From an optimization exercise on the open Yosys and OpenROAD flow, aimed at small area and few clock cycles per item; shortcuts taken in it are not production practice.
At most, simulation tests tie the RTL to the original design; equivalence was not proved.
No functional check of the RTL was part of run 2.

## flow/flow/run.sh

```bash
#!/bin/bash
# Own flow: the standard layout with two changes:
#  - synthesis: the abc technology-mapping step uses flow/abc_area_nf.script
#    instead of ORFS's speed script (front end, flip-flop mapping, flatten and
#    rename are the standard ones);
#  - placement: every port still gets a buffer, but buffer_ports uses the
#    1x buffer (sky130_fd_sc_hd__buf_1) rather than the cell it picks itself;
#  - clock tree: larger sink clusters and no dummy balancing loads.
set -euo pipefail
W=$PWD
cat flow/abc_override.tcl synth_recipe.tcl > my_synth.tcl
sed "s#$W/synth_recipe.tcl#$W/my_synth.tcl#g" standard.sh > my_standard.sh
grep -q my_synth.tcl my_standard.sh
export MY_ABC_SCRIPT=$W/flow/abc_area_nf.script
export BUFFER_PORTS_ARGS="-buffer_cell sky130_fd_sc_hd__buf_1"
export CTS_ARGS="-sink_clustering_enable -repair_clock_nets -dont_use_dummy_load -sink_clustering_size 30 -sink_clustering_max_diameter 80 -buf_list {sky130_fd_sc_hd__clkbuf_4 sky130_fd_sc_hd__clkbuf_8}"
bash my_standard.sh synth > synth.log 2>&1
for step in FLOORPLAN GLOBAL_PLACE RESIZE REPAIR_TIMING_POST_PLACE DETAIL_PLACE CTS GLOBAL_ROUTE DETAIL_ROUTE; do
  export PRE_${step}_TCL=$W/flow/no_buf4.tcl
done
bash my_standard.sh finish > layout.log 2>&1
```

## flow/flow/abc_area_nf.script

```
strash
&get -n
&dch -f
&nf -p -R 50
&put
```

## flow/flow/abc_override.tcl

```tcl
# Prepended to synth_recipe.tcl: every liberty-mapping abc call uses an
# area-oriented mapping script (structural choices, then &nf area recovery)
# in place of ORFS's speed script. Registers are untouched (no -dff).
proc abc {args} {
  set i [lsearch -exact $args -script]
  if {$i >= 0} {
    set args [lreplace $args $i [expr {$i + 1}] -script $::env(MY_ABC_SCRIPT)]
  }
  yosys abc {*}$args
}
```

## flow/flow/no_buf4.tcl

```tcl
# Keep the resizer to the 1x buffer for its own buffering (port buffers are
# set separately).
set_dont_use {sky130_fd_sc_hd__buf_2 sky130_fd_sc_hd__buf_4 sky130_fd_sc_hd__buf_6 sky130_fd_sc_hd__buf_8 sky130_fd_sc_hd__buf_12 sky130_fd_sc_hd__buf_16}
```

## flow/standard.sh

```bash
#!/bin/bash
# synth_recipe.tcl (not shown) runs the flow's synth.tcl, then flattens the netlist and writes it again
# the make line also repeats each setting of config.mk as NAME=value (left out here)
make -C /OpenROAD-flow-scripts/flow DESIGN_CONFIG=/design/flow/config.mk WORK_HOME=/design/flow/orfs CLKGATE_MAP_FILE= SYNTH_SCRIPT=/design/flow/synth_recipe.tcl "${@:-finish}"
```

## flow/config.mk

```make
export PLATFORM = sky130hd
export DESIGN_NAME = aes128_key_expansion
export DESIGN_NICKNAME = aes128_key_expansion
export VERILOG_FILES = /design/flow/design.v
export SDC_FILE = /design/flow/constraint.sdc
export NUM_CORES = 4
export LEC_CHECK = 0
export CAP_MARGIN = 20
export CORE_MARGIN = 2
export CORE_UTILIZATION = 40
export CTS_BUF_LIST = sky130_fd_sc_hd__clkbuf_4 sky130_fd_sc_hd__clkbuf_8
export SLEW_MARGIN = 20
```

## flow/constraint.sdc

```tcl
create_clock -name core_clock -period 5.3 [get_ports {clock}]
set_input_delay 1.0600 -clock core_clock [delete_from_list [all_inputs] [get_ports {clock}]]
set_output_delay 1.0600 -clock core_clock [all_outputs]
set_load 0.01 [all_outputs]
```

## flow/design.v

```verilog
`timescale 1ns / 1ps
`default_nettype none
package aesk_pkg;
   localparam int unsigned KEY_WIDTH   = 128;
   localparam int unsigned ROUND_WIDTH = 4;
   localparam int unsigned RSP_WIDTH   = 136;
   localparam int unsigned RSP_PAD     = RSP_WIDTH - ROUND_WIDTH - KEY_WIDTH;
   localparam logic [ROUND_WIDTH-1:0] LAST_ROUND = 4'd10;
endpackage
`default_nettype wire
`timescale 1ns / 1ps
`default_nettype none
module aesk_sbox (
   input  wire logic [7:0] data_in,
   output logic      [7:0] data_out
);
   logic U0, U1, U2, U3, U4, U5, U6, U7;
   logic T1, T2, T3, T4, T5, T6, T7, T8, T9, T10;
   logic T11, T12, T13, T14, T15, T16, T17, T18, T19, T20;
   logic T21, T22, T23, T24, T25, T26, T27, M1, M2, M3;
   logic M4, M5, M6, M7, M8, M9, M10, M11, M12, M13;
   logic M14, M15, M16, M17, M18, M19, M20, M21, M22, M23;
   logic M24, M25, M26, M27, M28, M29, M30, M31, M32, M33;
   logic M34, M35, M36, M37, M38, M39, M40, M41, M42, M43;
   logic M44, M45, M46, M47, M48, M49, M50, M51, M52, M53;
   logic M54, M55, M56, M57, M58, M59, M60, M61, M62, M63;
   logic L0, L1, L2, L3, L4, L5, L6, L7, L8, L9;
   logic L10, L11, L12, L13, L14, L15, L16, L17, L18, L19;
   logic L20, L21, L22, L23, L24, L25, L26, L27, L28, L29;
   logic S0, S1, S2, S3, S4, S5, S6, S7;
   assign {U0, U1, U2, U3, U4, U5, U6, U7} = data_in;
   assign T1 = U0 ^ U3;
   assign T2 = U0 ^ U5;
   assign T3 = U0 ^ U6;
   assign T4 = U3 ^ U5;
   assign T5 = U4 ^ U6;
   assign T6 = T1 ^ T5;
   assign T7 = U1 ^ U2;
   assign T8 = U7 ^ T6;
   assign T9 = U7 ^ T7;
   assign T10 = T6 ^ T7;
   assign T11 = U1 ^ U5;
   assign T12 = U2 ^ U5;
   assign T13 = T3 ^ T4;
   assign T14 = T6 ^ T11;
   assign T15 = T5 ^ T11;
   assign T16 = T5 ^ T12;
   assign T17 = T9 ^ T16;
   assign T18 = U3 ^ U7;
   assign T19 = T7 ^ T18;
   assign T20 = T1 ^ T19;
   assign T21 = U6 ^ U7;
   assign T22 = T7 ^ T21;
   assign T23 = T2 ^ T22;
   assign T24 = T2 ^ T10;
   assign T25 = T20 ^ T17;
   assign T26 = T3 ^ T16;
   assign T27 = T1 ^ T12;
   assign M1 = T13 & T6;
   assign M2 = T23 & T8;
   assign M3 = T14 ^ M1;
   assign M4 = T19 & U7;
   assign M5 = M4 ^ M1;
   assign M6 = T3 & T16;
   assign M7 = T22 & T9;
   assign M8 = T26 ^ M6;
   assign M9 = T20 & T17;
   assign M10 = M9 ^ M6;
   assign M11 = T1 & T15;
   assign M12 = T4 & T27;
   assign M13 = M12 ^ M11;
   assign M14 = T2 & T10;
   assign M15 = M14 ^ M11;
   assign M16 = M3 ^ M2;
   assign M17 = M5 ^ T24;
   assign M18 = M8 ^ M7;
   assign M19 = M10 ^ M15;
   assign M20 = M16 ^ M13;
   assign M21 = M17 ^ M15;
   assign M22 = M18 ^ M13;
   assign M23 = M19 ^ T25;
   assign M24 = M22 ^ M23;
   assign M25 = M22 & M20;
   assign M26 = M21 ^ M25;
   assign M27 = M20 ^ M21;
   assign M28 = M23 ^ M25;
   assign M29 = M28 & M27;
   assign M30 = M26 & M24;
   assign M31 = M20 & M23;
   assign M32 = M27 & M31;
   assign M33 = M27 ^ M25;
   assign M34 = M21 & M22;
   assign M35 = M24 & M34;
   assign M36 = M24 ^ M25;
   assign M37 = M21 ^ M29;
   assign M38 = M32 ^ M33;
   assign M39 = M23 ^ M30;
   assign M40 = M35 ^ M36;
   assign M41 = M38 ^ M40;
   assign M42 = M37 ^ M39;
   assign M43 = M37 ^ M38;
   assign M44 = M39 ^ M40;
   assign M45 = M42 ^ M41;
   assign M46 = M44 & T6;
   assign M47 = M40 & T8;
   assign M48 = M39 & U7;
   assign M49 = M43 & T16;
   assign M50 = M38 & T9;
   assign M51 = M37 & T17;
   assign M52 = M42 & T15;
   assign M53 = M45 & T27;
   assign M54 = M41 & T10;
   assign M55 = M44 & T13;
   assign M56 = M40 & T23;
   assign M57 = M39 & T19;
   assign M58 = M43 & T3;
   assign M59 = M38 & T22;
   assign M60 = M37 & T20;
   assign M61 = M42 & T1;
   assign M62 = M45 & T4;
   assign M63 = M41 & T2;
   assign L0 = M61 ^ M62;
   assign L1 = M50 ^ M56;
   assign L2 = M46 ^ M48;
   assign L3 = M47 ^ M55;
   assign L4 = M54 ^ M58;
   assign L5 = M49 ^ M61;
   assign L6 = M62 ^ L5;
   assign L7 = M46 ^ L3;
   assign L8 = M51 ^ M59;
   assign L9 = M52 ^ M53;
   assign L10 = M53 ^ L4;
   assign L11 = M60 ^ L2;
   assign L12 = M48 ^ M51;
   assign L13 = M50 ^ L0;
   assign L14 = M52 ^ M61;
   assign L15 = M55 ^ L1;
   assign L16 = M56 ^ L0;
   assign L17 = M57 ^ L1;
   assign L18 = M58 ^ L8;
   assign L19 = M63 ^ L4;
   assign L20 = L0 ^ L1;
   assign L21 = L1 ^ L7;
   assign L22 = L3 ^ L12;
   assign L23 = L18 ^ L2;
   assign L24 = L15 ^ L9;
   assign L25 = L6 ^ L10;
   assign L26 = L7 ^ L9;
   assign L27 = L8 ^ L10;
   assign L28 = L11 ^ L14;
   assign L29 = L11 ^ L17;
   assign S0 = L6 ^ L24;
   assign S1 = ~(L16 ^ L26);
   assign S2 = ~(L19 ^ L28);
   assign S3 = L6 ^ L21;
   assign S4 = L20 ^ L22;
   assign S5 = L25 ^ L29;
   assign S6 = ~(L13 ^ L27);
   assign S7 = ~(L6 ^ L23);
   assign data_out = {S0, S1, S2, S3, S4, S5, S6, S7};
endmodule
`default_nettype wire
`timescale 1ns / 1ps
`default_nettype none
import aesk_pkg::*;
module aesk_ctrl (
   input  wire logic                              clock,
   input  wire logic                              reset,
   input  wire logic                              req_tvalid,
   output logic                                   req_tready,
   input  wire logic                              rsp_tready,
   output logic                                   rsp_tvalid,
   output logic                                   rsp_last,
   output logic [aesk_pkg::ROUND_WIDTH-1:0]       round,
   output logic                                   load_key,
   output logic                                   advance
);
   logic                   valid_ff;
   logic [ROUND_WIDTH-1:0] round_ff;
   logic                   last_taken;
   assign rsp_last   = round_ff[3] & round_ff[1];
   assign last_taken = rsp_tready & rsp_last;
   assign req_tready = !valid_ff || last_taken;
   assign load_key   = req_tvalid && req_tready;
   assign advance    = valid_ff && rsp_tready && !rsp_last;
   always_ff @(posedge clock) begin
      if (reset) begin
         valid_ff <= 1'b0;
      end else if (load_key) begin
         valid_ff <= 1'b1;
      end else if (last_taken) begin
         valid_ff <= 1'b0;
      end
   end
   always_ff @(posedge clock) begin
      if (load_key) begin
         round_ff <= '0;
      end else if (advance) begin
         round_ff <= round_ff + 4'd1;
      end
   end
   assign rsp_tvalid = valid_ff;
   assign round      = round_ff;
endmodule
`default_nettype wire
`timescale 1ns / 1ps
`default_nettype none
import aesk_pkg::*;
module aesk_datapath (
   input  wire logic                              clock,
   input  wire logic                              load_key,
   input  wire logic                              advance,
   input  wire logic [aesk_pkg::ROUND_WIDTH-1:0]  round,
   input  wire logic [aesk_pkg::KEY_WIDTH-1:0]    key_in,
   output logic      [aesk_pkg::KEY_WIDTH-1:0]    key_out
);
   logic [KEY_WIDTH-1:0] work_ff;
   logic [31:0]          sub_word;
   logic [7:0]           round_const;
   logic [31:0]          temp_word;
   logic [31:0]          w0_next;
   logic [31:0]          w1_next;
   logic [31:0]          w2_next;
   logic [31:0]          w3_next;
   aesk_sbox u_sbox3 (.data_in(work_ff[23:16]), .data_out(sub_word[31:24]));
   aesk_sbox u_sbox2 (.data_in(work_ff[15:8]),  .data_out(sub_word[23:16]));
   aesk_sbox u_sbox1 (.data_in(work_ff[7:0]),   .data_out(sub_word[15:8]));
   aesk_sbox u_sbox0 (.data_in(work_ff[31:24]), .data_out(sub_word[7:0]));
   logic [7:0] low_hot;
   logic       r8;
   logic       r9;
   assign low_hot = {7'd0, !round[3]} << round[2:0];
   assign r8      = round[3] & !round[0];
   assign r9      = round[3] & round[0];
   assign round_const = {low_hot[7], low_hot[6], low_hot[5] | r9, low_hot[4] | round[3],
                         low_hot[3] | r8, low_hot[2] | r9, low_hot[1] | round[3],
                         low_hot[0] | r8};
   assign temp_word = sub_word ^ {round_const, 24'h000000};
   assign w0_next   = work_ff[127:96] ^ temp_word;
   assign w1_next   = work_ff[95:64] ^ w0_next;
   assign w2_next   = work_ff[63:32] ^ w1_next;
   assign w3_next   = work_ff[31:0] ^ w2_next;
   logic hold;
   assign hold = !(load_key || advance);
   always_ff @(posedge clock) begin
      work_ff <= ({KEY_WIDTH{load_key}} & key_in)
               | ({KEY_WIDTH{advance}} & {w0_next, w1_next, w2_next, w3_next})
               | ({KEY_WIDTH{hold}} & work_ff);
   end
   assign key_out = work_ff;
endmodule
`default_nettype wire
`timescale 1ns / 1ps
`default_nettype none
import aesk_pkg::*;
module aes128_key_expansion (
   input  wire logic         clock,
   input  wire logic         reset,
   input  wire logic         req_tvalid,
   output logic              req_tready,
   input  wire logic [127:0] req_tdata,
   output logic              rsp_tvalid,
   input  wire logic         rsp_tready,
   output logic [135:0]      rsp_tdata,
   output logic              rsp_tlast
);
   logic [ROUND_WIDTH-1:0] rsp_round;
   logic [KEY_WIDTH-1:0]   rsp_key;
   logic                   load_key;
   logic                   advance;
   aesk_ctrl u_ctrl (
      .clock      (clock),
      .reset      (reset),
      .req_tvalid (req_tvalid),
      .req_tready (req_tready),
      .rsp_tready (rsp_tready),
      .rsp_tvalid (rsp_tvalid),
      .rsp_last   (rsp_tlast),
      .round      (rsp_round),
      .load_key   (load_key),
      .advance    (advance)
   );
   aesk_datapath u_datapath (
      .clock    (clock),
      .load_key (load_key),
      .advance  (advance),
      .round    (rsp_round),
      .key_in   ({req_tdata[63:0], req_tdata[127:64]}),
      .key_out  (rsp_key)
   );
   assign rsp_tdata = {{RSP_PAD{1'b0}}, rsp_key[63:0], rsp_key[127:64], rsp_round};
endmodule
`default_nettype wire
```

==> notes.md, run 1 <==
* Worst-path cell chain: xor2_4 > xor2_1 > xor2_1 > ha_1 > xnor2_1 > xnor2_1 > xnor2_2 > o21ai_0 > xnor2_1 > xnor2_1 > xnor2_1 > nand2_1 > xor2_1 > xor2_2 > xor2_1 > xnor2_1 > xor2_1 > xor2_1 > xnor2_1 > o21ai_0
* Area leader, netlist: xnor2_1
* Num CTS Buffers at 17
* Most numerous cell on the critical path: xnor2_1
* 1st-pass router iterations at 7
* Boundary pin count at 271
* Critical Path Source: u_datapath.work_ff[27]$_DFF_P_
* CTS Root Cell: clkbuf_8
* RR Startpoint: u_datapath.work_ff[27]$_DFF_P_
* Reported max-cap violation count at 0
* Hold Vio Cnt, Final at 0
* Most common cell in the netlist: xnor2_1
* Post-Synth XOR/XNOR Area at 41.5%
* Ys Warns at 2
* Worst slew pin tran at 1.11 ns
* FP Rows at 56
* CP Launch Type: flip-flop
* H-tree levels at 4
* Core ar. at 0.0233 sq mm
* Die span in y at 157 um
* Mux contribution to synthesized area at 0%
* Antenna Cells at 0
* Number of port buffers at 266
* Final setup viols at 0
* Clock slew at reported path FFs at 0.08 ns
* Die ar. at 0.0247 sq mm
* Post-Synth Simple-Gate Area at 12.0%
* Vias in the first global route at 8,284
* Routed via count at 8,889
* CP Buf/Inv Count at 0
* Pin count of the biggest net entering global routing at 77
* Slew headroom at 26.1%
* CP Max Fanout at 4
* Post-DP HPWL at 20,800 um
* Post-route ant nets at 0
* Area grow syn2layout at 24.9%
* Complex-gate fraction of the synthesized area at 16.5%
* Yosys reg bits at 133
* Cells on worst reg2reg path at 20
* Main flop type after synthesis: dfxtp_1
* R2r endpoint: u_datapath.work_ff[2]$_DFF_P_
* Max stage delay on crit path at 0.48 ns
* Status: no timing/DRC/antenna violations
* DRC Markers at 0
* Hold path depth at 2
* GRT Residual Overflow at 0
* Number of synthesized flops with an enable pin at 0
* CTS sink cnt at 133
* Unique cell type count in the Yosys netlist at 28
* Global-route wire length before repair at 42,400 um
* Final worst-path cycle share at 95.3%
* GRT Util Overall at 21.4%
* Initial drt markers at 475
* Nets at 1,598
* FF-to-FF setup slack at 0.25 ns
* Post-Synth Adder-Cell Area at 1.20%
* Largest family of logic cells by synthesized area: XOR/XNOR gates
* Fmax at 198 MHz
* Register area share after synthesis at 28.3%
* Initial Util at 40.4%
* Slew Viols, Final at 0
* Placer Congestion at 0.900
* Core Util, Final at 50.5%
* Antenna violations before repair at 0
* Crit path time final at 5.05 ns
* Setup crit end kind: flip-flop
* Top post-synthesis cells by area: xnor2_1 29%, dfxtp_1 28%, xor2_1 13%
* Slowest CP cell: dfxtp_1
* CP delay by family, top: XOR/XNOR gates
* Average cell area after synthesis at 8.52 sq um
* Routed WL at 27,300 um
* Kind of critical path: reg2reg
* Vias/cell at 5.01
* RSZ-0062 raised after global routing: yes
* Layout cell share with drive strength beyond 1 at 5.91%
* Worst hold-check path type: reg2reg
* Critical Path RT at 5.60 ns
* Die X at 157 um
* CP Data Arrival Time at 5.35 ns
* Post-synth top area share at 28.6%
* Worst-Skew Late Latency at 0.45 ns
* Post-synth ARST share at 0%
* Commonest cells in the synthesized netlist: 307 x xnor2_1, 173 x nand2_1, 136 x xor2_1, 133 x dfxtp_1, 129 x a22oi_1
* Post-Syn Instances at 1,104
* TritonCTS clock tree: built
* Critical path depth at 20
* Synth Cell Area at 0.00940 sq mm
* Crit path capture: u_datapath.work_ff[2]$_DFF_P_
* Worst clock skew at 0.0290 ns
* Routed len/inst at 15.4 um
* Clock Path Buffers at 2
[registers in the layout, indices dropped and copies added (netlist names)]
name,cells
u_ctrl.round_ff,4
u_ctrl.valid_ff,1
u_datapath.work_ff,128
[placed cells by master, fill, tap and decap left out, types with 2 or more instances in the layout]
cell type	count
dfxtp_1	124
ha_1	9
o21a_1	2
nor3_1	3
buf_1	326
nor2_4	2
dfxtp_2	9
a21oi_1	9
and2_0	4
nor2_1	50
or2_0	2
a22oi_1	129
xor2_4	2
o21ai_1	2
o21ai_0	89
xnor2_2	30
clkbuf_2	6
nand2_1	171
clkbuf_8	17
conb_1	4
xnor2_1	276
xor2_1	123
xor2_2	11
nor2b_1	9
nand3_1	2
nand2b_1	23
[how the worst min path moves through the flow]
stage	start	end	slack, ns
6_report	u_datapath.work_ff[60]$_DFF_P_	u_datapath.work_ff[60]$_DFF_P_	0.48
5_1_grt	u_datapath.work_ff[112]$_DFF_P_	u_datapath.work_ff[112]$_DFF_P_	0.50
4_1_cts	u_datapath.work_ff[109]$_DFF_P_	u_datapath.work_ff[109]$_DFF_P_	0.48
3_5_place_dp	u_datapath.work_ff[109]$_DFF_P_	u_datapath.work_ff[109]$_DFF_P_	0.47
3_3_place_gp	u_datapath.work_ff[88]$_DFF_P_	u_datapath.work_ff[88]$_DFF_P_	0.47
2_1_floorplan	u_datapath.work_ff[105]$_DFF_P_	u_datapath.work_ff[105]$_DFF_P_	0.50
[through the flow]
step / hold slack, ns / cell area (sq um) / setup slack [ns] / setup TNS (ns) / std cells
floorplan: 0.499 / 9440 / -0.703 / -79.86 / 1107
global placement: 0.466 / 11100 / 0.0599 / 0 / 1750
global route: 0.499 / 11700 / -0.132 / -0.389 / 1774
detailed placement: 0.470 / 11100 / -0.0344 / -0.0344 / 1751
CTS: 0.480 / 11300 / 0.0458 / 0 / 1768
finish: 0.481 / 11700 / 0.249 / 0 / 1774
[logic make-up after synthesis]
group / count (synthesis)
flops: 133
buf+inv: 5
other cells: 1
simple gates: 272
xor+xnor: 444
compound gates: 240
fa+ha+maj: 9
[layout make-up]
type / instances / area, sq um
fillers: 2347 / 11500
multi-input cells: 969 / 7130
flip-flops and latches: 133 / 2670
repair buffers: 335 / 1300
well taps: 319 / 399
clock buffers: 17 / 234
inverters: 1 / 3.75
[worst reg2reg max path, cell delays in order (launching register included)]
cell and delay [ns]:
dfxtp_1 0.48, xor2_4 0.24, xor2_1 0.25, xor2_1 0.32, ha_1 0.30, xnor2_1 0.14
xnor2_1 0.27, xnor2_2 0.20, o21ai_0 0.14, xnor2_1 0.37, xnor2_1 0.23, xnor2_1 0.19
nand2_1 0.10, xor2_1 0.31, xor2_2 0.29, xor2_1 0.20, xnor2_1 0.18, xor2_1 0.24
xor2_1 0.26, xnor2_1 0.14, o21ai_0 0.08
[layer usage]
metal	up-vias	global-route usage (%)	wire length, um
met2	238	34.7	12900
met3	21	4.32	1490
met1	4209	29.5	12700
met4	0	4.68	237
li1	4421	-	-
met5	-	0	0
[repair_timing]
item | CTS | global route
cloned | 0 | 0
setup buffers | 0 | 6
hold buffers | 0 | 0
gates resized for setup | 1 | 66
endpoints found under the setup margin | 1 | 63
pin swaps | 0 | 10
Testbench counts, summed over its fixed seeds: cycles 5,640, items 512.
==> inputs of run 2 (changes only) <==
--- a/flow/design.v
+++ b/flow/design.v
@@ -236,10 +236,12 @@
                          low_hot[3] | r8, low_hot[2] | r9, low_hot[1] | round[3],
                          low_hot[0] | r8};
    assign temp_word = sub_word ^ {round_const, 24'h000000};
+   logic [31:0] w23;
+   assign w23       = work_ff[63:32] ^ work_ff[31:0];
    assign w0_next   = work_ff[127:96] ^ temp_word;
    assign w1_next   = work_ff[95:64] ^ w0_next;
    assign w2_next   = work_ff[63:32] ^ w1_next;
-   assign w3_next   = work_ff[31:0] ^ w2_next;
+   assign w3_next   = w23 ^ w1_next;
    logic hold;
    assign hold = !(load_key || advance);
    always_ff @(posedge clock) begin
--- a/flow/flow/run.sh
+++ b/flow/flow/run.sh
@@ -1,11 +1,16 @@
 #!/bin/bash
-# Own flow: the standard layout with two changes:
+# Own flow: the standard layout with these changes:
 #  - synthesis: the abc technology-mapping step uses flow/abc_area_nf.script
 #    instead of ORFS's speed script (front end, flip-flop mapping, flatten and
 #    rename are the standard ones);
 #  - placement: every port still gets a buffer, but buffer_ports uses the
 #    1x buffer (sky130_fd_sc_hd__buf_1) rather than the cell it picks itself;
-#  - clock tree: larger sink clusters and no dummy balancing loads.
+#  - clock tree: clkbuf_4/clkbuf_8 only, larger sink clusters and no dummy
+#    balancing loads;
+#  - the resizer does not use the 4x buffer (flow/no_buf4.tcl, sourced at the
+#    start of each OpenROAD step).
+# Each tool's output goes to a log of its own: synth.log, layout.log, and
+# ORFS's per-step logs under orfs/logs/.
 set -euo pipefail
 W=$PWD
 cat flow/abc_override.tcl synth_recipe.tcl > my_synth.tcl
==> flow/flow/no_buf4.tcl (replaced) <==
# Keep the resizer from using the 4x buffer for its own buffering (port
# buffers are set separately); smaller buffers are still available.
set_dont_use sky130_fd_sc_hd__buf_4
==> notes.md, run 2 <==
* Status: no timing/DRC/antenna violations
* CP Launch Type: flip-flop
* Commonest non-fill, non-tap cell in the layout: xnor2_1
* Critical Path RT at 5.60 ns (about the same)
* Final worst-path cycle share at 93.0% (-2.3 points)
* Post-synth ARST share at 0% (unchanged)
* Critical path depth at 19 (-5.0%)
* Post-DP HPWL at 22,800 um (+9.7%)
* Register area share after synthesis at 28.1% (-0.19 points)
* Worst hold-check path type: reg2reg
* Clock Path Buffers at 2 (unchanged)
* R2r endpoint: u_datapath.work_ff[25]$_DFF_P_
* Routed len/inst at 16.5 um (+6.9%)
* Vias/cell at 4.95 (-1.2%)
* Crit path capture: u_datapath.work_ff[25]$_DFF_P_
* Pin count of the biggest net entering global routing at 80 (+3.9%)
* Worst slew pin tran at 0.931 ns (-0.178 ns)
* Slew Viols, Final at 0 (unchanged)
* Initial drt markers at 562 (+18%)
* Hold Vio Cnt, Final at 0 (unchanged)
* Clock slew at reported path FFs at 0.08 ns (about the same)
* Kind of critical path: reg2reg
* Core ar. at 0.0233 sq mm (+0.30%)
* Fmax at 203 MHz (+2.4%)
* CTS Root Cell: clkbuf_8
* Hold Buf Count CTS at 0 (unchanged)
* Synth Cell Area at 0.00947 sq mm (+0.68%)
* Die span in y at 158 um (+0.33%)
* Main flop type after synthesis: dfxtp_1
* Number of port buffers at 266 (unchanged)
* H-tree levels at 4 (unchanged)
* Top post-synthesis cells by area: xnor2_1 30%, dfxtp_1 28%, xor2_1 11%
* TritonCTS clock tree: built
* Area grow syn2layout at 25.0% (about the same)
* Layout Cells excl Fill at 1,793 (+1.1%)
* CTS sink cnt at 133 (unchanged)
* Ys Warns at 2 (unchanged)
* Setup crit end kind: flip-flop
* Commonest cells after routing, fill and taps aside: 297 x xnor2_1, 266 x buf_1, 175 x nand2_1
* FP Rows at 56 (unchanged)
* Yosys reg bits at 133 (unchanged)
* Cells on worst reg2reg path at 19 (-5.0%)
* Crit path time final at 4.93 ns (-0.120 ns)
* GRT Residual Overflow at 0 (unchanged)
* Top Registers: u_datapath.work_ff: 128 flops, u_ctrl.round_ff: 4 flops, u_ctrl.valid_ff: 1 flops
* CP Data Arrival Time at 5.23 ns (-0.12 ns)
* Unique cell type count in the Yosys netlist at 27 (-3.6%)
* GRT Util Overall at 22.9% (+1.5 points)
* CP Max Fanout at 7 (+3)
* Core Util, Final at 50.7% (+0.22 points)
* Reported max-cap violation count at 0 (unchanged)
* RSZ-0062 raised after global routing: yes
* Boundary pin count at 271 (unchanged)
* CP delay by family, top: XOR/XNOR gates
* DRC Markers at 0 (unchanged)
* Commonest cells in the synthesized netlist: 323 x xnor2_1, 177 x nand2_1, 133 x dfxtp_1, 126 x a22oi_1, 124 x xor2_1
* Slowest CP cell: xnor3_2
* Placer Congestion at 0.887 (-1.5%)
* Placed Cells at 1,773 (+1.3%)
* Largest reg by FF count: u_datapath.work_ff
* Area of the multi-input gates at 0.00711 sq mm (-0.23%)
* Vias in the first global route at 8,299 (+0.18%)
* Worst-Skew Late Latency at 0.45 ns (about the same)
* Global-route wire length before repair at 44,300 um (+4.5%)
* Most numerous cell on the critical path: xnor2_1
* Num CTS Buffers at 17 (unchanged)
* Initial Util at 40.6% (+0.15 points)
* Die ar. at 0.0249 sq mm (+0.66%)
* Post-route ant nets at 0 (unchanged)
* Worst clock skew at 0.0351 ns (+0.00611 ns)
* Fillers at 2,375 (+1.2%)
* FF-to-FF setup slack at 0.37 ns (+0.12 ns)
* Max stage delay on crit path at 0.55 ns (+0.07 ns)
* Post-synth top area share at 29.9% (+1.3 points)
* RR Startpoint: u_datapath.work_ff[21]$_DFF_P_
* Final setup viols at 0 (unchanged)
* Nets at 1,616 (+1.1%)
* Die X at 158 um (+0.33%)
* Critical Path Source: u_datapath.work_ff[21]$_DFF_P_
* Slew headroom at 37.9% (+12 points)
* CP Buf/Inv Count at 1 (+1)
* Most common cell in the netlist: xnor2_1
* Area leader, netlist: xnor2_1
* Number of synthesized flops with an enable pin at 0 (unchanged)
* 1st-pass router iterations at 5 (-2)
* Antenna violations before repair at 3 (+3)
* Routed via count at 8,876 (-0.15%)
* Post-Syn Instances at 1,114 (+0.91%)
* Register Area at 0.00267 sq mm (-0.23%)
* Max reg flops at 128 (unchanged)
* Average cell area after synthesis at 8.50 sq um (-0.23%)
* Worst-path cell chain: xnor3_2 > xnor2_1 > ha_1 > xnor2_1 > xnor2_1 > xnor2_2 > o21ai_0 > xor2_1 > buf_2 > xnor2_1 > nand2_1 > xnor2_1 > xnor2_1 > xnor2_1 > xnor2_1 > xor2_2 > xnor2_1 > xnor2_1 > o21ai_0
* Routed WL at 29,500 um (+8.1%)
* Layout cell share with drive strength beyond 1 at 9.91% (+4.0 points)
[run 2: changes by cell type in the layout (fill, tap and decap cells not counted), sizes merged, moves of 7 or more]
cell	previous run	this run
xnor2	307	323
a21oi	9	19
clkbuf	24	17
buf	326	343
xor2	136	124
[run 2: worst min-delay path by stage]
stage | start | endpoint | slack, ns | cells after the start
global route | u_datapath.work_ff[63]$_DFF_P_ | u_datapath.work_ff[63]$_DFF_P_ | 0.50 | 2
floorplan | u_datapath.work_ff[102]$_DFF_P_ | u_datapath.work_ff[102]$_DFF_P_ | 0.50 | 2
CTS | u_datapath.work_ff[62]$_DFF_P_ | u_datapath.work_ff[62]$_DFF_P_ | 0.48 | 2
finish | u_datapath.work_ff[62]$_DFF_P_ | u_datapath.work_ff[62]$_DFF_P_ | 0.48 | 2
detailed placement | u_datapath.work_ff[46]$_DFF_P_ | u_datapath.work_ff[46]$_DFF_P_ | 0.47 | 2
global placement | u_datapath.work_ff[88]$_DFF_P_ | u_datapath.work_ff[88]$_DFF_P_ | 0.46 | 2
[run 2: metrics by stage]
step                      area [sq um]  worst slack, ns  TNS, ns  hold WS (ns)
after floorplan                   9510           -0.768   -80.43         0.499
after global placement           11300            0.146        0         0.464
after detailed placement         11300            0.105        0         0.470
after CTS                        11500           0.0138        0         0.482
after global routing             11800          -0.0502  -0.0873         0.497
final                            11800            0.369        0         0.482
[run 2: timing repair]
| item | in CTS | in global routing |
|---|---|---|
| setup buffers | 0 | 2 |
| resized for setup | 0 | 48 |
| endpoints found under the setup margin | 0 | 49 |
[run 2: cells by family after synthesis]
family / share of synthesized area (%)
fa+ha+maj: 1.19
xor+xnor: 41.6
simple gates: 12.2
buf+inv: 0.476
compound gates: 16.2
mux: 0.212
flops: 28.1
other cells: 0.0396
[run 2: final cells by class]
type | instances | area share, %
Antenna cell | 1 | 0.0212
Clock buffer | 17 | 1.98
Inverter | 4 | 0.127
Multi-Input combinational cell | 976 | 60.1
Sequential cell | 133 | 22.5
Tap cell | 319 | 3.37
Timing Repair Buffer | 343 | 11.8
[run 2: worst register-to-register path: stages, from the launching register on]
cell     delay (ns)
dfxtp_2        0.42
xnor3_2        0.55
xnor2_1        0.26
ha_1           0.28
xnor2_1        0.19
xnor2_1        0.13
xnor2_2        0.28
o21ai_0        0.17
xor2_1         0.19
buf_2          0.16
xnor2_1        0.23
nand2_1        0.15
xnor2_1        0.30
xnor2_1        0.22
xnor2_1        0.14
xnor2_1        0.40
xor2_2         0.29
xnor2_1        0.19
xnor2_1        0.14
o21ai_0        0.09
[run 2: layer usage]
metal / routed length [um] / global-route usage (%) / up-vias
met4: 452 / 5.32 / 4
met5: 26 / 0 / -
met1: 12700 / 28.1 / 4125
met2: 14300 / 39.8 / 260
li1: - / - / 4458
met3: 2050 / 6.38 / 29
==> inputs of run 3 (changes only) <==
--- a/flow/design.v
+++ b/flow/design.v
@@ -236,12 +236,10 @@
                          low_hot[3] | r8, low_hot[2] | r9, low_hot[1] | round[3],
                          low_hot[0] | r8};
    assign temp_word = sub_word ^ {round_const, 24'h000000};
-   logic [31:0] w23;
-   assign w23       = work_ff[63:32] ^ work_ff[31:0];
    assign w0_next   = work_ff[127:96] ^ temp_word;
    assign w1_next   = work_ff[95:64] ^ w0_next;
    assign w2_next   = work_ff[63:32] ^ w1_next;
-   assign w3_next   = w23 ^ w1_next;
+   assign w3_next   = work_ff[31:0] ^ w2_next;
    logic hold;
    assign hold = !(load_key || advance);
    always_ff @(posedge clock) begin
--- a/flow/config.mk
+++ b/flow/config.mk
@@ -9,4 +9,5 @@
 export CORE_MARGIN = 2
 export CORE_UTILIZATION = 40
 export CTS_BUF_LIST = sky130_fd_sc_hd__clkbuf_4 sky130_fd_sc_hd__clkbuf_8
+export SETUP_SLACK_MARGIN = -0.1
 export SLEW_MARGIN = 20
==> notes.md, run 3 <==
* Unique cell type count in the Yosys netlist at 28 (+3.7%)
* H-tree levels at 4 (unchanged)
* Worst hold margin at 0.476 ns (-0.00563 ns)
* Register area share after synthesis at 28.3% (+0.19 points)
* Num CTS Buffers at 17 (unchanged)
* Initial Util at 40.4% (-0.15 points)
* Global-route wire length before repair at 41,900 um (-5.5%)
* Nets at 1,588 (-1.7%)
* CP Launch Type: flip-flop
* Die span in y at 157 um (-0.33%)
* Setup TNS at 0 ns (unchanged)
* RR Startpoint: u_datapath.work_ff[29]$_DFF_P_
* Largest reg by FF count: u_datapath.work_ff
* Final worst-path cycle share at 96.3% (+3.2 points)
* Critical Path Source: u_datapath.work_ff[29]$_DFF_P_
* Most common cell in the netlist: xnor2_1
* Number of synthesized flops with an enable pin at 0 (unchanged)
* Clock Path Buffers at 2 (unchanged)
* Slew headroom at 35.0% (-2.9 points)
* Final setup viols at 0 (unchanged)
* CP Data Arrival Time at 5.40 ns (+0.17 ns)
* Status: no timing/DRC/antenna violations
* Vias/cell at 4.99 (+0.90%)
* Worst hold-check path type: reg2reg
* FP Rows at 56 (unchanged)
* CTS Root Cell: clkbuf_8
* Placer Congestion at 0.908 (+2.4%)
* Hold Vio Cnt, Final at 0 (unchanged)
* Average cell area after synthesis at 8.52 sq um (+0.23%)
* Slew Viols, Final at 0 (unchanged)
* Routed WL at 26,800 um (-9.3%)
* Worst clock skew at 0.0346 ns (-0.000477 ns)
* Setup ws final at 0.198 ns (-0.171 ns)
* Worst slew pin tran at 0.975 ns (+0.0438 ns)
* Setup crit end kind: flip-flop
* Commonest non-fill, non-tap cell in the layout: xnor2_1
* Pin count of the biggest net entering global routing at 80 (unchanged)
* CTS sink cnt at 133 (unchanged)
* Post-synth top area share at 28.6% (-1.3 points)
* Design area at 0.0116 sq mm (-2.1%)
* Fmax at 196 MHz (-3.4%)
* Layout Cells excl Fill at 1,764 (-1.6%)
* 1st-pass router iterations at 5 (unchanged)
* Placed inst area at 0.0111 sq mm (-1.4%)
* Routed via count at 8,811 (-0.73%)
* Crit path capture: u_datapath.work_ff[2]$_DFF_P_
* Die ar. at 0.0247 sq mm (-0.66%)
* GRT Residual Overflow at 0 (unchanged)
* Layout cell share with drive strength beyond 1 at 7.82% (-2.1 points)
* Placed Cells at 1,745 (-1.6%)
* Cells on worst reg2reg path at 23 (+4)
* Area grow syn2layout at 23.2%
* Vias in the first global route at 8,126 (-2.1%)
* Core ar. at 0.0233 sq mm (-0.30%)
* Clock slew at reported path FFs at 0.08 ns (about the same)
* Core Util, Final at 49.8% (-0.93 points)
* Worst-Skew Late Latency at 0.45 ns (about the same)
* R2r endpoint: u_datapath.work_ff[2]$_DFF_P_
* Setup Slack @ Placement at -0.0408 ns (-0.146 ns)
* Kind of critical path: reg2reg
* TritonCTS clock tree: built
* Post-Syn Instances at 1,104 (-0.90%)
* Reported max-cap violation count at 0 (unchanged)
* Commonest cells after routing, fill and taps aside: 286 x xnor2_1, 266 x buf_1, 171 x nand2_1
* Area leader, netlist: xnor2_1
* Synth Cell Area at 0.00940 sq mm (-0.67%)
* Routed len/inst at 15.2 um (-7.8%)
* Post-DP HPWL at 20,500 um (-10%)
* Top Registers: u_datapath.work_ff: 128 flops, u_ctrl.round_ff: 4 flops, u_ctrl.valid_ff: 1 flops
* Number of port buffers at 266 (unchanged)
* FF-to-FF setup slack at 0.20 ns (-0.17 ns)
* Commonest cells in the synthesized netlist: 307 x xnor2_1, 173 x nand2_1, 136 x xor2_1, 133 x dfxtp_1, 129 x a22oi_1
* Critical Path RT at 5.60 ns (about the same)
* Yosys reg bits at 133 (unchanged)
* GRT Util Overall at 21.1% (-1.8 points)
* Ys Warns at 2 (unchanged)
* Post-route ant nets at 0 (unchanged)
* Antenna Cells at 0 (-1)
* Die X at 157 um (-0.33%)
* Main flop type after synthesis: dfxtp_1
* Boundary pin count at 271 (unchanged)
* Crit path time final at 5.10 ns (+0.171 ns)
* Hold Buf Count CTS at 0 (unchanged)
* DRC Markers at 0 (unchanged)
* CP Max Fanout at 5 (-2)
* Initial drt markers at 447 (-20%)
* Top post-synthesis cells by area: xnor2_1 29%, dfxtp_1 28%, xor2_1 13%
* Antenna violations before repair at 0 (-3)
* Max reg flops at 128 (unchanged)
* Post-synth ARST share at 0% (unchanged)
## run 3: cells by family after synthesis
family	Yosys count	synth area share, %
and+or+nand+nor	272	12.0
buffers and inverters	5	0.359
DFF	133	28.3
xor gates and xnor gates	444	41.5
adders and majority gates	9	1.20
AOI/OAI and AO/OA	240	16.5
other	1	0.0399
## run 3: final cells by class
cell class | instances | area [sq um]
clock buffers | 17 | 234
well taps | 319 | 399
flip-flops and latches | 133 | 2670
fillers | 2412 | 11700
inverters | 1 | 3.75
repair buffers | 325 | 1310
multi-input cells | 969 | 6970
## run 3: routing by layer
| metal | vias up | wire (um) | track usage [%] |
|---|---|---|---|
| met3 | 25 | 1470 | 4.38 |
| li1 | 4411 | - | - |
| met4 | 0 | 281 | 4.55 |
| met5 | - | 0 | 0 |
| met2 | 256 | 12500 | 34.1 |
| met1 | 4119 | 12500 | 29.0 |
## run 3: worst max-delay path, cell delays in order (launching register included)
cell and delay, ns:
dfxtp_1 0.47, xor2_1 0.29, xnor2_1 0.24, buf_2 0.24, xor2_1 0.25, xnor2_1 0.19
nand2_1 0.10, xnor2_1 0.21, nand2b_1 0.11, xnor2_1 0.14, nand2_1 0.07, o21ai_0 0.21
xnor2_1 0.19, buf_2 0.16, xnor2_1 0.19, nand2_1 0.09, xor2_1 0.32, xor2_2 0.36
xor2_1 0.21, xnor2_1 0.18, xor2_1 0.25, xor2_1 0.27, xnor2_1 0.14, o21ai_0 0.08
## run 3: worst min path at each step
stage / depth (start not counted) / slack, ns / endpoint / startpoint
3_3_place_gp: 2 / 0.47 / u_datapath.work_ff[84]$_DFF_P_ / u_datapath.work_ff[84]$_DFF_P_
4_1_cts: 2 / 0.48 / u_datapath.work_ff[56]$_DFF_P_ / u_datapath.work_ff[56]$_DFF_P_
5_1_grt: 2 / 0.50 / u_datapath.work_ff[56]$_DFF_P_ / u_datapath.work_ff[56]$_DFF_P_
3_5_place_dp: 2 / 0.47 / u_datapath.work_ff[33]$_DFF_P_ / u_datapath.work_ff[33]$_DFF_P_
2_1_floorplan: 2 / 0.50 / u_datapath.work_ff[105]$_DFF_P_ / u_datapath.work_ff[105]$_DFF_P_
6_report: 2 / 0.48 / u_datapath.work_ff[56]$_DFF_P_ / u_datapath.work_ff[56]$_DFF_P_
## run 3: what timing repair did
| item | CTS | global route |
|---|---|---|
| setup endpoints to repair | 1 | 47 |
| setup buffers | 0 | 2 |
| pin swaps | 0 | 2 |
| gates resized for setup | 1 | 31 |
Testbench counts of run 3, summed over its fixed seeds: cycles 5,640, items 512.
==> inputs of run 4 (changes only) <==
--- a/flow/config.mk
+++ b/flow/config.mk
@@ -9,5 +9,4 @@
 export CORE_MARGIN = 2
 export CORE_UTILIZATION = 40
 export CTS_BUF_LIST = sky130_fd_sc_hd__clkbuf_4 sky130_fd_sc_hd__clkbuf_8
-export SETUP_SLACK_MARGIN = -0.1
 export SLEW_MARGIN = 20
==> notes.md, run 4 <==
* Slew headroom at 34.8% (-0.19 points)
* Reported max-cap violation count at 0 (unchanged)
* Min-delay src: u_datapath.work_ff[56]$_DFF_P_
* Die ar. at 0.0247 sq mm (unchanged)
* Critical Path RT at 5.60 ns (about the same)
* Kind of critical path: reg2reg
* Register Area at 0.00267 sq mm (unchanged)
* Hold Vio Cnt, Final at 0 (unchanged)
* Pin count of the biggest net entering global routing at 80 (unchanged)
* Clock Path Buffers at 2 (unchanged)
* Fmax at 200 MHz (+2.1%)
* Top post-synthesis cells by area: xnor2_1 29%, dfxtp_1 28%, xor2_1 13%
* Die X at 157 um (unchanged)
* Final setup viols at 0 (unchanged)
* GRT Residual Overflow at 0 (unchanged)
* Hold path depth at 2 (unchanged)
* Post-synth ARST share at 0% (unchanged)
* Post-route ant nets at 0 (unchanged)
* Num CTS Buffers at 17 (unchanged)
* FF-to-FF setup slack at 0.30 ns (+0.10 ns)
* Layout cell share with drive strength beyond 1 at 8.85% (+1.0 points)
* Global-route wire length before repair at 41,900 um (unchanged)
* Setup TNS at 0 ns (unchanged)
* GRT Util Overall at 21.1% (unchanged)
* CP Data Arrival Time at 5.30 ns (-0.10 ns)
* Cells on worst reg2reg path at 23 (unchanged)
* TritonCTS clock tree: built
* Boundary pin count at 271 (unchanged)
* Commonest cells in the synthesized netlist: 307 x xnor2_1, 173 x nand2_1, 136 x xor2_1, 133 x dfxtp_1, 129 x a22oi_1
* Worst hold-check path type: reg2reg
* Ys Warns at 2 (unchanged)
* Layout Cells excl Fill at 1,766 (+0.11%)
* Hold Path End: u_datapath.work_ff[56]$_DFF_P_
* Vias/cell at 5.02 (+0.42%)
* Top Registers: u_datapath.work_ff: 128 flops, u_ctrl.round_ff: 4 flops, u_ctrl.valid_ff: 1 flops
* Area of the multi-input gates at 0.00708 sq mm (+1.6%)
* Area leader, netlist: xnor2_1
* Routed WL at 27,000 um (+0.73%)
* Placer Congestion at 0.908 (unchanged)
* H-tree levels at 4 (unchanged)
* Placed Cells at 1,745 (unchanged)
* Crit path time final at 5.00 ns (-0.104 ns)
* CP Max Fanout at 5 (unchanged)
* Status: no timing/DRC/antenna violations
* Routed len/inst at 15.3 um (+0.62%)
* FP Rows at 56 (unchanged)
* Most common cell in the netlist: xnor2_1
* Register area share after synthesis at 28.3% (unchanged)
* RR Startpoint: u_datapath.work_ff[29]$_DFF_P_
* Clock slew at reported path FFs at 0.08 ns (about the same)
* Post-synth top area share at 28.6% (unchanged)
* Antenna Cells at 0 (unchanged)
* Worst clock skew at 0.0340 ns (-0.000633 ns)
* Worst-Skew Late Latency at 0.46 ns (about the same)
* Post-DP HPWL at 20,500 um (unchanged)
* Setup crit end kind: flip-flop
* RSZ-0062 raised after global routing: yes
* DRC Markers at 0 (unchanged)
* Number of synthesized flops with an enable pin at 0 (unchanged)
* Antenna violations before repair at 0 (unchanged)
* Commonest cells after routing, fill and taps aside: 277 x xnor2_1, 266 x buf_1, 171 x nand2_1
* Routed via count at 8,858 (+0.53%)
* Worst slew pin tran at 0.978 ns (+0.00285 ns)
* CTS sink cnt at 133 (unchanged)
* Max reg flops at 128 (unchanged)
* Number of port buffers at 266 (unchanged)
* Initial drt markers at 442 (-1.1%)
* Nets at 1,590 (+0.13%)
* 1st-pass router iterations at 5 (unchanged)
* Average cell area after synthesis at 8.52 sq um (unchanged)
* Slew Viols, Final at 0 (unchanged)
* Unique cell type count in the Yosys netlist at 28 (unchanged)
* Fillers at 2,407 (-0.21%)
* Area grow syn2layout at 24.4%
* Yosys reg bits at 133 (unchanged)
* Main flop type after synthesis: dfxtp_1
* R2r endpoint: u_datapath.work_ff[2]$_DFF_P_
* Initial Util at 40.4% (unchanged)
* Die span in y at 157 um (unchanged)
* Post-Syn Instances at 1,104 (unchanged)
* Largest reg by FF count: u_datapath.work_ff
* Core ar. at 0.0233 sq mm (unchanged)
* CP Launch Type: flip-flop
* Commonest non-fill, non-tap cell in the layout: xnor2_1
* Final worst-path cycle share at 94.3% (-2.0 points)
* CTS Root Cell: clkbuf_8
* Vias in the first global route at 8,126 (unchanged)
* Synth Cell Area at 0.00940 sq mm (unchanged)
-- run 4: cell count changes in the layout (fill, tap and decap cells not counted) --
cell,before,now
xor2_4,0,1
xor2_1,129,125
xor2_2,7,10
xnor2_2,21,30
xnor2_1,286,277
buf_2,58,60
-- run 4: worst max path at each step --
stage | start | to | slack, ns | depth (start not counted)
finish | u_datapath.work_ff[29]$_DFF_P_ | u_datapath.work_ff[2]$_DFF_P_ | 0.30 | 23
global route | u_datapath.work_ff[29]$_DFF_P_ | u_datapath.work_ff[6]$_DFF_P_ | -0.05 | 23
CTS | u_datapath.work_ff[21]$_DFF_P_ | u_datapath.work_ff[30]$_DFF_P_ | 0.05 | 20
detailed placement | u_datapath.work_ff[21]$_DFF_P_ | u_datapath.work_ff[30]$_DFF_P_ | -0.04 | 20
global placement | u_datapath.work_ff[21]$_DFF_P_ | u_datapath.work_ff[30]$_DFF_P_ | 0.009 | 20
floorplan | rsp_tready | u_datapath.work_ff[0]$_DFF_P_ | -0.70 | 6
-- run 4: timing repair --
action / CTS / global route
setup buffers: 0 / 4
setup endpoints to repair: 5 / 65
pin swaps: 0 / 8
resized for setup: 1 / 45
hold buffers: 0 / 0
hold endpoints to repair: 0 / 0
-- run 4: kinds of logic after synthesis --
kind of cell | count (synthesis) | synth area share [%]
simple gates | 272 | 12.0
xor+xnor | 444 | 41.5
fa+ha+maj | 9 | 1.20
flops | 133 | 28.3
compound gates | 240 | 16.5
buf+inv | 5 | 0.359
other cells | 1 | 0.0399
-- run 4: layer usage --
layer,vias to the layer above,global-route usage (%),routed length [um]
li1,4419,-,-
met1,4164,29.0,12600
met2,249,34.1,12700
met3,26,4.38,1400
met4,0,4.55,316
met5,-,0,0
-- run 4: worst max-delay path, stage by stage (launching register included) --
cell and delay [ns]:
dfxtp_1 0.47, xor2_1 0.29, xnor2_1 0.24, buf_2 0.24, xor2_1 0.24, xnor2_1 0.18
nand2_1 0.09, xnor2_1 0.21, nand2b_1 0.11, xnor2_1 0.14, nand2_1 0.07, o21ai_0 0.20
xnor2_1 0.19, buf_2 0.16, xnor2_1 0.19, nand2_1 0.09, xor2_1 0.33, xor2_2 0.28
xor2_1 0.20, xnor2_1 0.18, xor2_1 0.25, xor2_1 0.27, xnor2_1 0.14, o21ai_0 0.08
-- run 4: cell type report --
class                           instances  area share [%]
Clock buffer                           17            2.00
Multi-Input combinational cell        969            60.5
Timing Repair Buffer                  327            11.3
Sequential cell                       133            22.8
Tap cell                              319            3.41
Inverter                                1          0.0321
-- run 4: metrics by stage --
| stage | instance area (sq um) | utilization (%) | hold slack (ns) | worst slack, ns |
|---|---|---|---|---|
| after CTS | 11400 | 48.8 | 0.481 | 0.0499 |
| after floorplan | 9440 | - | 0.499 | -0.703 |
| after global placement | 11100 | 47.8 | 0.467 | 0.00922 |
| final | 11700 | 50.3 | 0.476 | 0.302 |
| after global routing | 11700 | 50.3 | 0.495 | -0.0525 |
| after detailed placement | 11100 | 47.8 | 0.472 | -0.0408 |
==> inputs of run 5 (changes only) <==
--- a/flow/design.v
+++ b/flow/design.v
@@ -236,10 +236,14 @@
                          low_hot[3] | r8, low_hot[2] | r9, low_hot[1] | round[3],
                          low_hot[0] | r8};
    assign temp_word = sub_word ^ {round_const, 24'h000000};
+   logic [31:0] w01;
+   logic [31:0] w23;
+   assign w01       = work_ff[127:96] ^ work_ff[95:64];
+   assign w23       = work_ff[63:32] ^ work_ff[31:0];
    assign w0_next   = work_ff[127:96] ^ temp_word;
-   assign w1_next   = work_ff[95:64] ^ w0_next;
+   assign w1_next   = w01 ^ temp_word;
    assign w2_next   = work_ff[63:32] ^ w1_next;
-   assign w3_next   = work_ff[31:0] ^ w2_next;
+   assign w3_next   = w23 ^ w1_next;
    logic hold;
    assign hold = !(load_key || advance);
    always_ff @(posedge clock) begin
==> notes.md, run 5 <==
* Post-route ant nets at 0 (unchanged)
* Die X at 158 um (+0.44%)
* Crit path time final at 4.92 ns (-0.0754 ns)
* Design area at 0.0117 sq mm (about the same)
* Most common cell in the netlist: xnor2_1
* Num CTS Buffers at 17 (unchanged)
* Kind of critical path: reg2reg
* FP Rows at 56 (unchanged)
* GRT Residual Overflow at 0 (unchanged)
* Slowest CP cell: dfxtp_1
* Antenna Cells at 0 (unchanged)
* Most numerous cell on the critical path: xnor2_1
* Antenna violations before repair at 0 (unchanged)
* Core Util, Final at 50.0% (-0.32 points)
* Yosys reg bits at 133 (unchanged)
* Synth Cell Area at 0.00949 sq mm (+0.92%)
* Placed inst area at 0.0112 sq mm (+0.60%)
* Hold Vio Cnt, Final at 0 (unchanged)
* Top post-synthesis cells by area: xnor2_1 28%, dfxtp_1 28%, xor2_1 12%
* Initial drt markers at 565 (+28%)
* Top Registers: u_datapath.work_ff: 128 flops, u_ctrl.round_ff: 4 flops, u_ctrl.valid_ff: 1 flops
* Largest reg by FF count: u_datapath.work_ff
* RSZ-0062 raised after global routing: yes
* Area leader, netlist: xnor2_1
* DRC Markers at 0 (unchanged)
* Unique cell type count in the Yosys netlist at 24 (-14%)
* Post-synth ARST share at 0% (unchanged)
* Number of synthesized flops with an enable pin at 0 (unchanged)
* Routed via count at 8,921 (+0.71%)
* Setup TNS at 0 ns (unchanged)
* Global-route wire length before repair at 41,800 um (-0.36%)
* Routed len/inst at 14.9 um (-2.6%)
* Post-synth top area share at 28.2% (-0.35 points)
* Worst clock skew at 0.0340 ns (+0.0000590 ns)
* H-tree levels at 4 (unchanged)
* Final worst-path cycle share at 92.9% (-1.4 points)
* Area grow syn2layout at 23.2%
* Max stage delay on crit path at 0.45 ns (-0.02 ns)
* CP Launch Type: flip-flop
* Layout cell share with drive strength beyond 1 at 8.22% (-0.63 points)
* Placed Cells at 1,782 (+2.1%)
* Slew headroom at 30.5% (-4.4 points)
* Clock slew at reported path FFs at 0.08 ns (about the same)
* Setup crit end kind: flip-flop
* Critical Path RT at 5.62 ns (+0.02 ns)
* Average cell area after synthesis at 8.32 sq um (-2.3%)
* Main flop type after synthesis: dfxtp_1
* Status: no timing/DRC/antenna violations
* Post-DP HPWL at 20,500 um (+0.10%)
* Nets at 1,628 (+2.4%)
* Fmax at 203 MHz (+1.5%)
* Die ar. at 0.0250 sq mm (+0.89%)
* CP Max Fanout at 6 (+1)
* CP Buf/Inv Count at 0 (-2)
* Pin count of the biggest net entering global routing at 94 (+18%)
* TritonCTS clock tree: built
* Vias in the first global route at 8,292 (+2.0%)
* Initial Util at 40.5% (+0.13 points)
* Worst hold margin at 0.461 ns (-0.0150 ns)
* Vias/cell at 4.95 (-1.4%)
* CP delay by family, top: XOR/XNOR gates
* Clock Path Buffers at 2 (unchanged)
* Commonest non-fill, non-tap cell in the layout: xnor2_1
* Layout Cells excl Fill at 1,804 (+2.2%)
* Worst-path cell chain: xor2_1 > xor2_1 > xnor2_1 > ha_1 > xor2_1 > xnor2_1 > xor2_1 > o21ai_0 > xnor2_1 > xnor2_1 > nor2b_1 > xnor2_1 > xnor2_1 > xor2_1 > xnor2_1 > xnor2_1 > xor2_1 > xor2_1 > a21oi_1 > o21ai_0 > nand2_1
* CP Data Arrival Time at 5.25 ns (-0.05 ns)
* GRT Util Overall at 20.8% (-0.32 points)
* Routed WL at 26,800 um (-0.47%)
* Placer Congestion at 0.887 (-2.4%)
* CTS sink cnt at 133 (unchanged)
* Final setup viols at 0 (unchanged)
* Number of port buffers at 266 (unchanged)
* 1st-pass router iterations at 5 (unchanged)
* Ys Warns at 2 (unchanged)
* Commonest cells after routing, fill and taps aside: 286 x xnor2_1, 266 x buf_1, 204 x nand2_1
* Hold Buf Count CTS at 0 (unchanged)
* Worst-Skew Late Latency at 0.44 ns (-0.02 ns)
* Reported max-cap violation count at 0 (unchanged)
* Post-Syn Instances at 1,140 (+3.3%)
* CTS Root Cell: clkbuf_8
* Slew Viols, Final at 0 (unchanged)
* Die span in y at 158 um (+0.44%)
* Max reg flops at 128 (unchanged)
* Boundary pin count at 271 (unchanged)
* Commonest cells in the synthesized netlist: 306 x xnor2_1, 204 x nand2_1, 133 x dfxtp_1, 128 x xor2_1, 123 x a22oi_1
* Worst hold-check path type: reg2reg
* Worst slew pin tran at 1.04 ns (+0.0654 ns)
* Register area share after synthesis at 28.1% (-0.26 points)
* Core ar. at 0.0234 sq mm (+0.60%)
==> run 5: cells by family (layout without fill, tap and decap cells) <==
kind of cell	after synthesis	in the layout	share of synthesized area, %
AOI/OAI and AO/OA	256	256	17.2
xor gates and xnor gates	434	434	40.1
adders and majority gates	9	9	1.19
buffers and inverters	8	350	0.475
DFF	133	133	28.1
muxes	1	1	0.106
other	1	4	0.0395
and+or+nand+nor	298	298	12.9
==> run 5: repair_timing <==
item                       4_1_cts  5_1_grt
resized for setup                0       40
setup endpoints to repair        0       58
buffers inserted                 0        5
==> run 5: worst paths after layout <==
path	startpoint	to	slack, ns	cells past startpoint
setup / recovery	u_datapath.work_ff[15]$_DFF_P_	u_datapath.work_ff[17]$_DFF_P_	0.38	21
hold / removal	u_datapath.work_ff[116]$_DFF_P_	u_datapath.work_ff[116]$_DFF_P_	0.46	2
setup reg to reg	u_datapath.work_ff[15]$_DFF_P_	u_datapath.work_ff[17]$_DFF_P_	0.38	21
hold reg to reg	u_datapath.work_ff[116]$_DFF_P_	u_datapath.work_ff[116]$_DFF_P_	0.46	2
==> run 5: per-stage QoR <==
step,setup WS (ns)
after global placement,0.145
after detailed placement,0.0493
after CTS,0.0125
after global routing,-0.0693
after floorplan,0.246
final,0.378
==> run 5: cell type report <==
| cell class | instances | area, sq um |
|---|---|---|
| clock buffer | 17 | 234 |
| fill | 2406 | 11700 |
| inverter | 4 | 15.0 |
| multi-input combinational | 1002 | 7050 |
| sequential | 133 | 2670 |
| tap | 319 | 399 |
| timing repair buffer | 329 | 1330 |
==> run 5: worst min-delay path, delay by kind of cell (launching register included) <==
kind	cells	cell delay [ns]
flip-flops	1	0.32
AND/OR/NAND/NOR	2	0.10
==> run 5: routing by layer <==
| metal | share of wire (%) | global-route usage (%) | up-vias |
|---|---|---|---|
| met3 | 5.2 | 4.13 | 19 |
| met2 | 47 | 35.6 | 225 |
| met4 | 1.4 | 4.46 | 0 |
| met5 | 0 | 0 | - |
| li1 | - | - | 4536 |
| met1 | 46 | 27.0 | 4141 |
Testbench counts of run 5, summed over its fixed seeds: cycles 5,640, items 512.
==> inputs of run 6 (changes only) <==
--- a/flow/config.mk
+++ b/flow/config.mk
@@ -9,4 +9,5 @@
 export CORE_MARGIN = 2
 export CORE_UTILIZATION = 40
 export CTS_BUF_LIST = sky130_fd_sc_hd__clkbuf_4 sky130_fd_sc_hd__clkbuf_8
+export SETUP_SLACK_MARGIN = -0.25
 export SLEW_MARGIN = 20
==> notes.md, run 6 <==
* Status: no timing/DRC/antenna violations
* Num CTS Buffers at 17 (unchanged)
* Commonest cells in the synthesized netlist: 306 x xnor2_1, 204 x nand2_1, 133 x dfxtp_1, 128 x xor2_1, 123 x a22oi_1
* 1st-pass router iterations at 4 (-1)
* CP Data Arrival Time at 5.41 ns (+0.16 ns)
* Hold path depth at 2 (unchanged)
* Setup ws final at 0.191 ns (-0.186 ns)
* Average cell area after synthesis at 8.32 sq um (unchanged)
* Worst-path cell chain: xor2_1 > xnor2_2 > xnor2_1 > ha_1 > xnor2_1 > xnor2_1 > xnor2_2 > o21ai_0 > xnor2_1 > xor2_1 > xor2_1 > nor2_1 > xnor2_1 > buf_2 > xnor2_1 > xnor2_1 > xnor2_1 > xnor2_1 > xor2_1 > a21oi_1 > o21ai_0 > nand2_1
* GRT Util Overall at 20.8% (unchanged)
* Design area at 0.0115 sq mm (-2.0%)
* Post-Syn Instances at 1,140 (unchanged)
* CP Max Fanout at 7 (+1)
* Pin count of the biggest net entering global routing at 94 (unchanged)
* Worst slew pin tran at 1.05 ns (+0.0110 ns)
* Nets at 1,623 (-0.31%)
* Number of synthesized flops with an enable pin at 0 (unchanged)
* Initial Util at 40.5% (unchanged)
* CP delay by family, top: XOR/XNOR gates
* Initial drt markers at 531 (-6.0%)
* Clock slew at reported path FFs at 0.06 ns (-0.02 ns)
* Kind of critical path: reg2reg
* FF-to-FF setup slack at 0.19 ns (-0.19 ns)
* Vias in the first global route at 8,292 (unchanged)
* Ys Warns at 2 (unchanged)
* Yosys reg bits at 133 (unchanged)
* Slowest CP cell: dfxtp_1
* Post-synth top area share at 28.2% (unchanged)
* Cells on worst reg2reg path at 22 (+4.8%)
* GRT Residual Overflow at 0 (unchanged)
* Critical Path RT at 5.60 ns (-0.02 ns)
* Hold Vio Cnt, Final at 0 (unchanged)
* Top post-synthesis cells by area: xnor2_1 28%, dfxtp_1 28%, xor2_1 12%
* Number of port buffers at 266 (unchanged)
* Antenna violations before repair at 0 (unchanged)
* Hold Buf Count CTS at 0 (unchanged)
* Fmax at 196 MHz (-3.6%)
* RSZ-0062 raised after global routing: yes
* Max reg flops at 128 (unchanged)
* Die ar. at 0.0250 sq mm (unchanged)
* Commonest non-fill, non-tap cell in the layout: xnor2_1
* CTS sink cnt at 133 (unchanged)
* Placed Cells at 1,782 (unchanged)
* Routed len/inst at 14.8 um (-0.25%)
* Boundary pin count at 271 (unchanged)
* Placed inst area at 0.0112 sq mm (unchanged)
* RR Startpoint: u_datapath.work_ff[21]$_DFF_P_
* Slew Viols, Final at 0 (unchanged)
* Core Util, Final at 49.0% (-1.0 points)
* Min-delay src: u_datapath.work_ff[116]$_DFF_P_
* Final setup viols at 0 (unchanged)
* Largest reg by FF count: u_datapath.work_ff
* Synth Cell Area at 0.00949 sq mm (unchanged)
* Max stage delay on crit path at 0.44 ns (about the same)
* Post-route ant nets at 0 (unchanged)
* Setup Slack @ Placement at 0.0493 ns (unchanged)
* Most common cell in the netlist: xnor2_1
* Worst clock skew at 0.0316 ns (-0.00246 ns)
* Reported max-cap violation count at 0 (unchanged)
* Slew headroom at 29.7% (-0.73 points)
* Antenna Cells at 0 (unchanged)
* Area leader, netlist: xnor2_1
* Layout cell share with drive strength beyond 1 at 5.68% (-2.5 points)
* Hold Path End: u_datapath.work_ff[116]$_DFF_P_
* Routed via count at 8,912 (-0.10%)
* Setup TNS at 0 ns (unchanged)
* Worst-Skew Late Latency at 0.44 ns (about the same)
* Placer Congestion at 0.887 (unchanged)
* Post-synth ARST share at 0% (unchanged)
* Setup crit end kind: flip-flop
* Die X at 158 um (unchanged)
* Die span in y at 158 um (unchanged)
* Worst hold-check path type: reg2reg
* Unique cell type count in the Yosys netlist at 24 (unchanged)
* Most numerous cell on the critical path: xnor2_1
* Critical Path Source: u_datapath.work_ff[21]$_DFF_P_
* Post-DP HPWL at 20,500 um (unchanged)
* Crit path time final at 5.11 ns (+0.186 ns)
* Global-route wire length before repair at 41,800 um (unchanged)
* H-tree levels at 4 (unchanged)
* DRC Markers at 0 (unchanged)
* CP Launch Type: flip-flop
* Area grow syn2layout at 20.8%
* Vias/cell at 4.95 (+0.18%)
* Register area share after synthesis at 28.1% (unchanged)
* Critical path depth at 22 (+4.8%)
* TritonCTS clock tree: built
* Routed WL at 26,700 um (-0.53%)
* Commonest cells after routing, fill and taps aside: 301 x xnor2_1, 266 x buf_1, 204 x nand2_1
* Final worst-path cycle share at 96.4% (+3.5 points)
* Layout Cells excl Fill at 1,799 (-0.28%)
* CP Buf/Inv Count at 1 (+1)
* Top Registers: u_datapath.work_ff: 128 flops, u_ctrl.round_ff: 4 flops, u_ctrl.valid_ff: 1 flops
* Clock Path Buffers at 2 (unchanged)
* CTS Root Cell: clkbuf_8
* R2r endpoint: u_datapath.work_ff[25]$_DFF_P_
* FP Rows at 56 (unchanged)
* Main flop type after synthesis: dfxtp_1
* Core ar. at 0.0234 sq mm (unchanged)
[run 6: cell counts after synthesis]
No cell type changed its count.
[run 6: cell type report]
type | instances | area [sq um]
Clock buffer | 17 | 234
Timing Repair Buffer | 324 | 1300
Tap cell | 319 | 399
Fill cell | 2431 | 11900
Sequential cell | 133 | 2660
Inverter | 4 | 15.0
Multi-Input combinational cell | 1002 | 6850
[run 6: tightest hold or removal path, stage by stage (launching register included)]
cell and delay, ns:
dfxtp_1 0.32, nand2_1 0.06, nand2_1 0.04
[run 6: worst max-delay path by stage]
stage,slack (ns),end
final,0.19,u_datapath.work_ff[25]$_DFF_P_
after global routing,-0.31,u_datapath.work_ff[4]$_DFF_P_
after CTS,0.01,u_datapath.work_ff[25]$_DFF_P_
after detailed placement,0.05,u_datapath.work_ff[4]$_DFF_P_
after global placement,0.15,u_datapath.work_ff[4]$_DFF_P_
after floorplan,0.25,u_datapath.work_ff[8]$_DFF_P_
[run 6: logic make-up (layout without fill, tap and decap cells)]
kind of cell / count (synthesis) / after routing / synth area share (%)
compound gates: 256 / 256 / 17.2
simple gates: 298 / 298 / 12.9
xor+xnor: 434 / 434 / 40.1
other cells: 1 / 4 / 0.0395
flops: 133 / 133 / 28.1
buf+inv: 8 / 345 / 0.475
fa+ha+maj: 9 / 9 / 1.19
mux: 1 / 1 / 0.106
[run 6: metrics by stage]
stage                     hold slack (ns)
after detailed placement            0.457
final                               0.460
after floorplan                     0.485
after global routing                0.484
after CTS                           0.464
after global placement              0.451
[run 6: routing by layer]
| metal | track usage [%] | up-vias | wire length, um |
|---|---|---|---|
| met2 | 35.6 | 214 | 12600 |
| met5 | 0 | - | 0 |
| met3 | 4.13 | 16 | 1310 |
| li1 | - | 4541 | - |
| met1 | 27.0 | 4141 | 12400 |
| met4 | 4.46 | 0 | 316 |
[run 6: timing repair]
action	in CTS	in global routing
endpoints found under the setup margin	0	19
gates resized for setup	0	7
buffers inserted	0	0

## separate check: timing with driven ports
The results above use ideal ports. As a check the final layouts listed here were re-extracted and re-timed, cells and wires unchanged. Step 1 assumes that a clkbuf_16 drives the clock port and a buf_2 every other input. Step 2 also shifts input and output timing later by t, the mid clock arrival at the registers, as if the neighbouring blocks saw the same clock. a / b / c = no drivers / after step 1 / after step 2; a / b = the first two.
run	shift t [ns]	setup WS [ns]	clock arrival spread, ns	worst register clock-pin slew, ns
run 1	0.473	0.249 / 0.249 / 0.249	0.036 / 0.036	0.09 / 0.09
run 2	0.471	0.369 / 0.369 / 0.369	0.035 / 0.035	0.09 / 0.09
run 3	0.477	0.198 / 0.198 / 0.198	0.035 / 0.035	0.09 / 0.09
run 4	0.481	0.302 / 0.302 / 0.302	0.035 / 0.035	0.09 / 0.09
run 5	0.467	0.378 / 0.378 / 0.378	0.036 / 0.036	0.09 / 0.09
run 6	0.465	0.191 / 0.191 / 0.191	0.037 / 0.037	0.09 / 0.09
After both steps every run listed still meets setup and hold.
